Background: an optimization exercise with open tools, aiming at small area, a short achievable clock period and few clock cycles per item. Do not read the settings as production practice. No activity file was given, so power comes from the tool's default toggle rates.

## the reference run
==> module pipe_prefix_adder, before the edit <==
module pipe_prefix_adder #(
  parameter int WIDTH     = 68,
  parameter int REG_EVERY = 2,
  parameter int TAG_W     = 4,
  parameter int BLK       = 6,
  parameter int EB        = 4
) (
  input  logic             clk,
  input  logic             rst,
  input  logic             in_valid,
  output logic             in_ready,
  input  logic [WIDTH-1:0] a,
  input  logic [WIDTH-1:0] b,
  input  logic             cin,
  input  logic             op,
  input  logic [TAG_W-1:0] tag,
  output logic             out_valid,
  input  logic             out_ready,
  output logic [WIDTH-1:0] sum,
  output logic             cout,
  output logic             ovf,
  output logic             zero,
  output logic [TAG_W-1:0] tag_o
);
  localparam int NB  = (WIDTH + BLK - 1) / BLK;    
  localparam int TLO = (NB - 1) * BLK;             
  function automatic integer lg2(input integer v);
    integer r;
    r = 0;
    while ((1 << r) < v) r = r + 1;
    lg2 = r;
  endfunction
  logic [WIDTH-1:0] bx, p, g, s0_d;
  logic             c0;
  assign bx = op ? ~b : b;
  assign c0 = op | cin;
  assign p  = a ^ bx;
  assign g  = a & bx;
  logic [NB-1:0] eg, ep;
  logic          g_top_d;
  assign eg[0] = c0;
  assign ep[0] = 1'b0;
  for (genvar j = 0; j < NB; j++) begin : g_blk
    localparam int LO = j * BLK;
    localparam int HI = (LO + BLK < WIDTH) ? LO + BLK - 1 : WIDTH - 1;
    localparam int N  = HI - LO + 1;
    logic [N:0] lc;    
    logic [N:0] gc;    
    if (j == 0) begin : g_ci
      assign lc[0] = c0;
    end else begin : g_cz
      assign lc[0] = 1'b0;
    end
    assign gc[0] = 1'b0;
    for (genvar i = 0; i < N; i++) begin : g_bit
      assign lc[i+1] = g[LO+i] | (p[LO+i] & lc[i]);
      assign gc[i+1] = g[LO+i] | (p[LO+i] & gc[i]);
    end
    assign s0_d[HI:LO] = p[HI:LO] ^ lc[N-1:0];
    if (j < NB - 1) begin : g_el
      assign eg[j+1] = gc[N];
      assign ep[j+1] = &p[HI:LO];
    end else begin : g_top
      assign g_top_d = gc[N];
    end
  end
  localparam int LV = lg2(NB);
  logic [NB-1:0] pg [LV+1];
  logic [NB-1:0] pp [LV+1];
  assign pg[0] = eg;
  assign pp[0] = ep;
  for (genvar l = 0; l < LV; l++) begin : g_pl
    for (genvar j = 0; j < NB; j++) begin : g_pj
      if (((j >> l) & 1) == 1) begin : g_cmb
        assign pg[l+1][j] = pg[l][j] | (pp[l][j] & pg[l][((j >> l) << l) - 1]);
        assign pp[l+1][j] = pp[l][j] & pp[l][((j >> l) << l) - 1];
      end else begin : g_pass
        assign pg[l+1][j] = pg[l][j];
        assign pp[l+1][j] = pp[l][j];
      end
    end
  end
  logic z_d;
  assign z_d = ~|(p ^ {a[WIDTH-2:0] | bx[WIDTH-2:0], c0});
  logic [WIDTH-1:0] r_d;
  for (genvar j = 0; j < NB; j++) begin : g_early
    localparam int LO = j * BLK;
    localparam int HI = (LO + BLK < WIDTH) ? LO + BLK - 1 : WIDTH - 1;
    if (j == 0 || j >= EB) begin : g_keep
      assign r_d[HI:LO] = s0_d[HI:LO];
    end else begin : g_fin
      for (genvar i = LO; i <= HI; i++) begin : g_bit
        if (i == LO) begin : g_lo
          assign r_d[i] = s0_d[i] ^ pg[LV][j];
        end else begin : g_hi
          assign r_d[i] = s0_d[i] ^ (pg[LV][j] & (&s0_d[i-1:LO]));
        end
      end
    end
  end
  logic             load;
  logic [WIDTH-1:0] s0_q;
  logic [NB-1:EB]   bc_q;
  logic             g_top_q, p_top_q;
  assign load     = ~out_valid | out_ready;
  assign in_ready = load;
  always_ff @(posedge clk or posedge rst) begin
    if (rst) out_valid <= 1'b0;
    else if (load) out_valid <= in_valid;
  end
  always_ff @(posedge clk) begin
    if (load) begin
      s0_q    <= r_d;
      bc_q    <= pg[LV][NB-1:EB];
      g_top_q <= g_top_d;
      p_top_q <= p[WIDTH-1];
      tag_o   <= tag;
      zero    <= z_d;
    end
  end
  logic [NB-1:0] ones;
  for (genvar j = 0; j < NB; j++) begin : g_sum
    localparam int LO = j * BLK;
    localparam int HI = (LO + BLK < WIDTH) ? LO + BLK - 1 : WIDTH - 1;
    assign ones[j] = &s0_q[HI:LO];
    if (j < EB) begin : g_b0
      assign sum[HI:LO] = s0_q[HI:LO];
    end else begin : g_bj
      for (genvar i = LO; i <= HI; i++) begin : g_bit
        if (i == LO) begin : g_lo
          assign sum[i] = s0_q[i] ^ bc_q[j];
        end else begin : g_hi
          assign sum[i] = s0_q[i] ^ (bc_q[j] & (&s0_q[i-1:LO]));
        end
      end
    end
  end
  assign cout = g_top_q | (bc_q[NB-1] & ones[NB-1]);
  assign ovf  = sum[WIDTH-1] ^ p_top_q ^ cout;
endmodule
==> flow/config.mk <==
export PLATFORM = sky130hd
export DESIGN_NAME = pipe_prefix_adder
export DESIGN_NICKNAME = pipe_prefix_adder
export VERILOG_FILES = /design/flow/design.v
export SDC_FILE = /design/flow/constraint.sdc
export NUM_CORES = 4
export LEC_CHECK = 0
export ABC_AREA = 1
export CAP_MARGIN = 20
export CORE_MARGIN = 2
export CORE_UTILIZATION = 40
export CTS_BUF_LIST = sky130_fd_sc_hd__clkbuf_8
export CTS_CLUSTER_SIZE = 30
export SETUP_SLACK_MARGIN = 1.8
export SLEW_MARGIN = 20
==> flow/constraint.sdc <==
create_clock -name core_clock -period 4.5 [get_ports {clk}]
set_input_delay 0.9000 -clock core_clock [delete_from_list [all_inputs] [get_ports {clk}]]
set_output_delay 0.9000 -clock core_clock [all_outputs]
set_load 0.01 [all_outputs]
standard.sh (not shown) runs the stock make flow with config.mk's settings and CLKGATE_MAP_FILE= SYNTH_SCRIPT=/design/flow/synth_recipe.tcl, a recipe that flattens the netlist after the stock synthesis.
==> flow/flow/run.sh <==
#!/bin/bash
# The standard layout, with these changes:
#  - synthesis skips the full/half-adder extraction (ADDER_MAP_FILE empty),
#    leaving all arithmetic to abc; it is otherwise the standard synthesis;
#  - each port gets a buf_1 as its port buffer;
#  - clock tree synthesis adds no dummy loads.
# Each step's output goes to its own log in this folder.
set -e
export BUFFER_PORTS_ARGS="-buffer_cell sky130_fd_sc_hd__buf_1"
ADDER_MAP_FILE= bash standard.sh synth > synth.log 2>&1
bash standard.sh finish "CTS_ARGS=-sink_clustering_enable -repair_clock_nets -buf_list sky130_fd_sc_hd__clkbuf_8 -dont_use_dummy_load" > standard.log 2>&1
The inputs of the trial run differ from those of the reference run as listed below.
--- a/flow/design.v
+++ b/flow/design.v
@@ -3,5 +3,5 @@
   parameter int REG_EVERY = 2,
   parameter int TAG_W     = 4,
-  parameter int BLK       = 6,
+  parameter int BLK       = 4,
   parameter int EB        = 4
 ) (
Results
- [compare] base=the reference run new=the trial run: post-synthesis instance area now sits higher, largest net degree at the start of global routing now sits lower, part of the cycle the worst path needs now sits higher, final setup slack of the worst path now sits lower, leakage power now sits at about the same level.
- Of the two values seen for origin of the worst setup path, bc_q[16] was produced by the trial run and op by the reference run.
Function was not checked in any run of this note: the RTL went through the layout flow alone.

## static timing again, ports no longer ideal
The results above use ideal ports. As a check the final layouts listed here were re-extracted and re-timed, cells and wires unchanged.
Step 1 (the two cells are an assumption about what drives the block):
set clk [get_ports {clk}]
set_driving_cell -lib_cell sky130_fd_sc_hd__clkbuf_16 $clk
set_driving_cell -lib_cell sky130_fd_sc_hd__buf_2 [delete_from_list [all_inputs] $clk]
Step 2 adds t to the input delays and takes it off the output delays; t is the mean of the earliest and latest rising clock arrival at the registers after step 1. Input paths then give back, and output paths get back, about the clock's delay inside the block.
Three values: ideal ports, drivers, drivers and shift; two values: the first two.
run	t, ns	setup slack, ns	worst setup path after step 2	worst register clock-pin slew, ns
the reference run	0.401	1.885 / 1.806 / 1.405	input to register	0.09 / 0.09
the trial run	0.421	1.806 / 1.766 / 1.435	input to register	0.10 / 0.10
After both steps every run listed still meets setup and hold. For the reference run, which loses most, drivers alone change the setup slack by -0.079 ns; drivers and shift together by -0.480 ns.
